This design comes from an exercise in tuning for small area, a short achievable clock period and few clock cycles per item on the open sky130 flow, not from production work.
Where RTL was checked, it was by simulation tests only, not by an equivalence proof against the original.
Power figures rest on the tool's default switching activity, not on a simulated workload.

Setup of run A:
Design dmem_wait, start of the top module:
module dmem_wait (
    input  logic        clk,
    input  logic        reset,
    input  logic        req,
    input  logic        we,
    input  logic [1:0]  size,
    input  logic        signed_ld,
    input  logic [31:0] addr,
    input  logic [31:0] wdata,
    output logic [31:0] rdata,
    output logic        ready,
    output logic        err,
    output logic [31:0] io_out
);
Size: ~4700 cells after synthesis, ~2200 flip-flops, ~140 I/O pins, ~82000 um2 of cells after synthesis.
==> flow/config.mk <==
export PLATFORM = sky130hd
export DESIGN_NAME = dmem_wait
export DESIGN_NICKNAME = dmem_wait
export VERILOG_FILES = /design/flow/design.v
export SDC_FILE = /design/flow/constraint.sdc
export NUM_CORES = 4
export LEC_CHECK = 0
export CAP_MARGIN = 20
export CORE_MARGIN = 2
export CORE_UTILIZATION = 65
export CTS_CLUSTER_DIAMETER = 100
export CTS_CLUSTER_SIZE = 22
export SETUP_SLACK_MARGIN = 2.6
export SLEW_MARGIN = 20
export SYNTH_HIERARCHICAL = 1
export SYNTH_MINIMUM_KEEP_SIZE = 0
export TNS_END_PERCENT = 100
==> flow/constraint.sdc <==
create_clock -name core_clock -period 5.0 [get_ports {clk}]
set_input_delay 1.0000 -clock core_clock [delete_from_list [all_inputs] [get_ports {clk}]]
set_output_delay 1.0000 -clock core_clock [all_outputs]
set_load 0.01 [all_outputs]
standard.sh (not shown) runs the stock make flow with config.mk's settings and CLKGATE_MAP_FILE= SYNTH_SCRIPT=/design/flow/synth_recipe.tcl, a recipe that flattens the netlist after the stock synthesis.
==> flow/flow/run.sh <==
#!/bin/bash
# Own flow: the standard layout (standard.sh, with the standard flow's synthesis and the
# settings of config.mk), except that the input and output ports are buffered
# with buf_4 cells instead of the cell buffer_ports picks by default.
set -euo pipefail
export BUFFER_PORTS_ARGS="-buffer_cell sky130_fd_sc_hd__buf_4"
bash standard.sh finish > make_finish.log 2>&1
Testbench counts of run A, summed over its fixed seeds: cycles 24,000, items 12,000.
Input-level comparison between run B and run A:
--- a/flow/config.mk
+++ b/flow/config.mk
@@ -10 +10 @@
-export CORE_UTILIZATION = 65
+export CORE_UTILIZATION = 58
@@ -13 +13 @@
-export SETUP_SLACK_MARGIN = 2.6
+export SETUP_SLACK_MARGIN = 2.4
==> comparison <==
Run A ran to completion and came out clean on the timing, DRC and antenna checks.
Run B: no failed stages, no open violations at the end
Against run A, run B reports a clock period minus final worst setup slack that is lower.
Run A → run B: fraction of area in registers +1.0 points; detailed router's first-iteration violation count went down 24%; hold slack has decreased; met1 track utilization from global routing fell by 5.3 points.
## Diff of input files: run C against run B
--- a/flow/config.mk
+++ b/flow/config.mk
@@ -10 +10 @@
-export CORE_UTILIZATION = 58
+export CORE_UTILIZATION = 65
@@ -13 +13 @@
-export SETUP_SLACK_MARGIN = 2.4
+export SETUP_SLACK_MARGIN = 2.2
Notes after the runs:
Comparing run C and run B, final cell count without fillers is lower on run C.
Compared with run B, run C shows a synthesis-to-layout area growth that is 2.5 points lower.
Relative to run B, run C degrades final worst-path setup slack.
Run B ended up with r_rdata[13]$_DFF_P_ as its end point of the critical path; run C ended up with r_rdata[22]$_DFF_P_.
met2 track utilization from global routing in run C is 2.2 points above run B.
What run D does differently from run C at the input level:
--- a/flow/config.mk
+++ b/flow/config.mk
@@ -13 +13 @@
-export SETUP_SLACK_MARGIN = 2.2
+export SETUP_SLACK_MARGIN = 2.4
After detailed routing, run C needs less wire than run D. Overall routing resource usage (higher): run D. Summary of run D over run C: fraction of area in multi-input gates increased by 0.19 points relative to the old numbers, worst-case vdd ir drop dropped 0.75%, smallest hold slack now sits lower, arrival time at the worst endpoint now smaller, global-route met1 utilization shows an increase of 0.68 points. Cell count: run D higher than run C. Comparing run C with run D, the multi-input combinational cell count came out essentially unchanged.
--- input diff run D..run E ---
--- a/flow/config.mk
+++ b/flow/config.mk
@@ -10 +10 @@
-export CORE_UTILIZATION = 65
+export CORE_UTILIZATION = 72
Notes after the runs:
Between run D and run E, portion of total power attributed to the clock network decreased. Diff run D -> run E: layout overhead on the synthesized area saw a decrease, worst slack on hold paths saw an increase, routed wire length saw an increase, cell depth of the worst setup path saw an increase.


Another version of the RTL of dmem_wait (not shown whole).
Size in the first run: ~5500 cells after synthesis, about 2100 flip-flops, ~140 I/O pins, about 82000 sq um of cells after synthesis.
Design dmem_wait, start of the top module:
module dmem_wait (
    input  logic        clk,
    input  logic        reset,
    input  logic        req,
    input  logic        we,
    input  logic [1:0]  size,
    input  logic        signed_ld,
    input  logic [31:0] addr,
    input  logic [31:0] wdata,
    output logic [31:0] rdata,
    output logic        ready,
    output logic        err,
    output logic [31:0] io_out
);
make LEC_CHECK=0 CAP_MARGIN=20 CORE_MARGIN=2 CORE_UTILIZATION=40 SETUP_SLACK_MARGIN=2.0 SLEW_MARGIN=20 TNS_END_PERCENT=10 finish   # period 5.0 ns
run.sh (not shown) runs the stock make flow with config.mk's settings and CLKGATE_MAP_FILE= SYNTH_SCRIPT=/design/flow/synth_recipe.tcl, a recipe that flattens the netlist after the stock synthesis.
Stock flow here: none of the scripts above is used.
==> next run, changes <==
Settings changed: CORE_UTILIZATION 40 to 60.
Effect:
- clock power is about the same
- worst hold slack gets better by 0.016 ns
- cell area shrinks by a few percent
- worst setup slack gets worse by 0.26 ns
- synthesized area does not change
- via count shrinks slightly
- count of clock-buffer cells in the layout stays the same
- sequential power hardly moves
- wire length shrinks by a few percent
- power shrinks slightly
- final cell count shrinks by roughly a tenth
Function was not checked in any run of this note: the RTL went through the layout flow alone.


Another version of the RTL of dmem_wait (not shown whole).
For scale: roughly 4600 cells after synthesis, roughly 140 I/O pins.
Settings: LEC_CHECK=0, CAP_MARGIN=0, CORE_MARGIN=2, CORE_UTILIZATION=65, CTS_CLUSTER_DIAMETER=100, CTS_CLUSTER_SIZE=22, SETUP_SLACK_MARGIN=2.7, SLEW_MARGIN=0, SYNTH_HIERARCHICAL=1, SYNTH_MINIMUM_KEEP_SIZE=0, TNS_END_PERCENT=10; clock period 5.0 ns.
standard.sh (not shown) runs the stock make flow with config.mk's settings and CLKGATE_MAP_FILE= SYNTH_SCRIPT=/design/flow/synth_recipe.tcl, a recipe that flattens the netlist after the stock synthesis.
Scripts as last shown in full above: flow/flow/run.sh
Change:
- CAP_MARGIN: 0 -> 20
- CORE_UTILIZATION: 65 -> 50
- SLEW_MARGIN: 0 -> 20
Register-to-register slack improves by 0.18 ns.
Worst setup slack gets better by 0.088 ns.
Via count drops by 1.3%.
Non-clock buffer count grows by 19.
Total power came out higher by 0.51%.
Area after synthesis is unchanged.
Count of clock-buffer cells in the layout does not change.
Utilization went down by 17 points.
Clock power goes up by about 0.9%.
Hold slack gets better by 0.0046 ns.
First-iteration DRC count came out lower by 12%.
Function was not checked in any run of this note: the RTL went through the layout flow alone.


RTL: one of the versions met above, not the one the previous note started from.
Size in the first run: roughly 4700 cells after synthesis, roughly 2200 flip-flops, ~140 I/O pins, about 82000 sq um of cells after synthesis.
export LEC_CHECK = 0
export CAP_MARGIN = 20
export CORE_MARGIN = 2
export CORE_UTILIZATION = 65
export CTS_CLUSTER_DIAMETER = 100
export CTS_CLUSTER_SIZE = 18
export SETUP_SLACK_MARGIN = 2.4
export SLEW_MARGIN = 20
export SYNTH_HIERARCHICAL = 1
export SYNTH_MINIMUM_KEEP_SIZE = 0
export TNS_END_PERCENT = 100
create_clock -name core_clock -period 5.0 [get_ports {clk}]
Scripts as last shown in full above: flow/flow/run.sh
The first run went through all stages and came out clean.
Testbench counts at the start, summed over its fixed seeds: cycles 24,000, items 12,000.
Edit:
CTS_CLUSTER_SIZE = 22   (was 18)
SETUP_SLACK_MARGIN = 2.5   (was 2.4)
Result: The changed run went through all stages and came out clean; first-iteration DRC count decreases by 2.5%; area after synthesis does not change; total power decreases by 4.1%; sequential power is about the same.


Setup of v6:
Another version of the RTL of dmem_wait (not shown whole).
Size in the first run: roughly 4,600 cells after synthesis, roughly 2,200 flip-flops, about 140 I/O pins, roughly 81,000 um2 of cells after synthesis.
Settings: LEC_CHECK=0, CAP_MARGIN=20, CORE_MARGIN=2, CORE_UTILIZATION=65, CTS_CLUSTER_DIAMETER=100, CTS_CLUSTER_SIZE=22, SETUP_SLACK_MARGIN=2.7, SLEW_MARGIN=20, SYNTH_HIERARCHICAL=1, SYNTH_MINIMUM_KEEP_SIZE=0, TNS_END_PERCENT=10; clock period 5.0 ns.
run.sh (not shown) runs the stock make flow with config.mk's settings and CLKGATE_MAP_FILE= SYNTH_SCRIPT=/design/flow/synth_recipe.tcl, a recipe that flattens the netlist after the stock synthesis.
Stock flow here: none of the scripts above is used.
v6 finished end to end and its layout was clean on timing, DRC and antenna.
[inputs] v7 vs v6
==> flow/flow/run.sh (new file) <==
#!/bin/bash
# Own flow: the standard layout (standard.sh, with the standard flow's synthesis and the
# settings of config.mk), except that the input and output ports are buffered
# with buf_4 cells instead of the cell buffer_ports picks by default.
set -euo pipefail
export BUFFER_PORTS_ARGS="-buffer_cell sky130_fd_sc_hd__buf_4"
bash standard.sh finish > make_finish.log 2>&1
==> flow/standard.sh (new file) <==
#!/bin/bash
# synth_recipe.tcl (not shown) runs the flow's synth.tcl, then flattens the netlist and writes it again
# the make line also repeats each setting of config.mk as NAME=value (left out here)
make -C /OpenROAD-flow-scripts/flow DESIGN_CONFIG=/design/flow/config.mk WORK_HOME=/design/flow/orfs CLKGATE_MAP_FILE= SYNTH_SCRIPT=/design/flow/synth_recipe.tcl "${@:-finish}"
removed: flow/run.sh
Findings:
Comparing v7 with v6, the fraction of power spent switching nets came out essentially unchanged.
Period utilization (lower): v7
v7 completed every stage of the flow, and the final layout passed the timing, DRC and antenna checks.
The area fraction of clock buffers and clock inverters of v6 and that of v7 are within noise of each other.
[compare] base=v6 new=v7: design area now sits higher, wire length of the first global-routing pass now sits higher.
Compared v7 against v6; total power within noise.
No run of this note included a check of the RTL's function; only the layout flow was run.


RTL: one of the versions met above, not the one the previous note started from.
For scale: ~4600 cells after synthesis, ~2200 flip-flops, ~140 I/O pins, ~81000 µm² of cells after synthesis.
Settings: LEC_CHECK=0, CAP_MARGIN=20, CORE_MARGIN=2, CORE_UTILIZATION=65, CTS_CLUSTER_DIAMETER=100, CTS_CLUSTER_SIZE=22, SETUP_SLACK_MARGIN=3.0, SLEW_MARGIN=20, SYNTH_HIERARCHICAL=1, SYNTH_MINIMUM_KEEP_SIZE=0, TNS_END_PERCENT=25; clock period 5.0 ns.
standard.sh (not shown) runs the stock make flow with config.mk's settings and CLKGATE_MAP_FILE= SYNTH_SCRIPT=/design/flow/synth_recipe.tcl, a recipe that flattens the netlist after the stock synthesis.
==> flow/flow/run.sh <==
#!/bin/bash
# Own flow: the standard layout (standard.sh, with the standard flow's synthesis and the
# settings of config.mk), except that the input and output ports are buffered
# with buf_4 cells instead of the cell buffer_ports picks by default.
set -euo pipefail
export BUFFER_PORTS_ARGS="-buffer_cell sky130_fd_sc_hd__buf_4"
bash standard.sh finish > make_finish.log 2>&1
Rerun with:
--- a/flow/config.mk
+++ b/flow/config.mk
@@ -12,3 +12,3 @@
 export CTS_CLUSTER_SIZE = 22
-export SETUP_SLACK_MARGIN = 3.0
+export SETUP_SLACK_MARGIN = 2.7
 export SLEW_MARGIN = 20
@@ -16,2 +16,2 @@
 export SYNTH_MINIMUM_KEEP_SIZE = 0
-export TNS_END_PERCENT = 25
+export TNS_END_PERCENT = 10
Result: Sequential power stays flat. Total power grows slightly. Via count shrinks slightly. Synthesized area is unchanged. Hold slack improves by 0.021 ns. Non-clock buffer count decreases by 39. Count of clock-buffer cells in the layout goes up by 7.
No run of this note included a check of the RTL's function; only the layout flow was run.

## port drivers added, routing unchanged
In the flow no input, the clock included, has a driving cell. The finished layouts below were timed again as built, in two steps. Step 1: set_driving_cell puts a clkbuf_16 on clk and a buf_2 on each other input, an assumption about the parent block. Step 2, shift: input delay + t, output delay - t, t = (earliest + latest rising clock arrival at the registers) / 2. This alone moves slack from input paths to output paths. Three values: ideal ports, drivers, drivers and shift; two values: the first two.
| run | shift t [ns] | setup WS [ns] | latest minus earliest clock arrival (ns) |
|---|---|---|---|
| run A | 0.835 | 2.312 / 2.137 / 1.302 | 0.028 / 0.028 |
| run B | 0.847 | 2.332 / 2.028 / 1.180 | 0.035 / 0.035 |
| run C | 0.822 | 2.167 / 2.075 / 1.253 | 0.041 / 0.040 |
| run D | 0.837 | 2.385 / 2.169 / 1.332 | 0.028 / 0.028 |
| run E | 0.819 | 2.206 / 1.842 / 1.023 | 0.030 / 0.031 |
| the first run of note 2 | 0.950 | 1.440 / 1.463 / 0.513 | 0.050 / 0.050 |
| the second run of note 2 | 0.948 | 1.185 / 1.196 / 0.249 | 0.054 / 0.053 |
| the first run of note 3 | 0.841 | 2.141 / 1.996 / 1.155 | 0.030 / 0.030 |
| the second run of note 3 | 0.838 | 2.229 / 2.034 / 1.196 | 0.051 / 0.051 |
| the first run of note 4 | 0.885 | 2.342 / 2.167 / 1.282 | 0.038 / 0.038 |
| the second run of note 4 | 0.831 | 2.368 / 2.164 / 1.334 | 0.035 / 0.035 |
| v6 | 0.823 | 1.973 / 1.944 / 1.121 | 0.034 / 0.034 |
| v7 | 0.849 | 2.141 / 1.884 / 1.035 | 0.030 / 0.031 |
| the first run of note 6 | 0.839 | 2.327 / 2.066 / 1.227 | 0.032 / 0.031 |
| the second run of note 6 | 0.838 | 2.285 / 2.047 / 1.209 | 0.046 / 0.046 |
After both steps every run listed still meets setup and hold. The setup slack of run E, which loses most, moves by -0.364 ns with the drivers and by -1.183 ns with both steps.
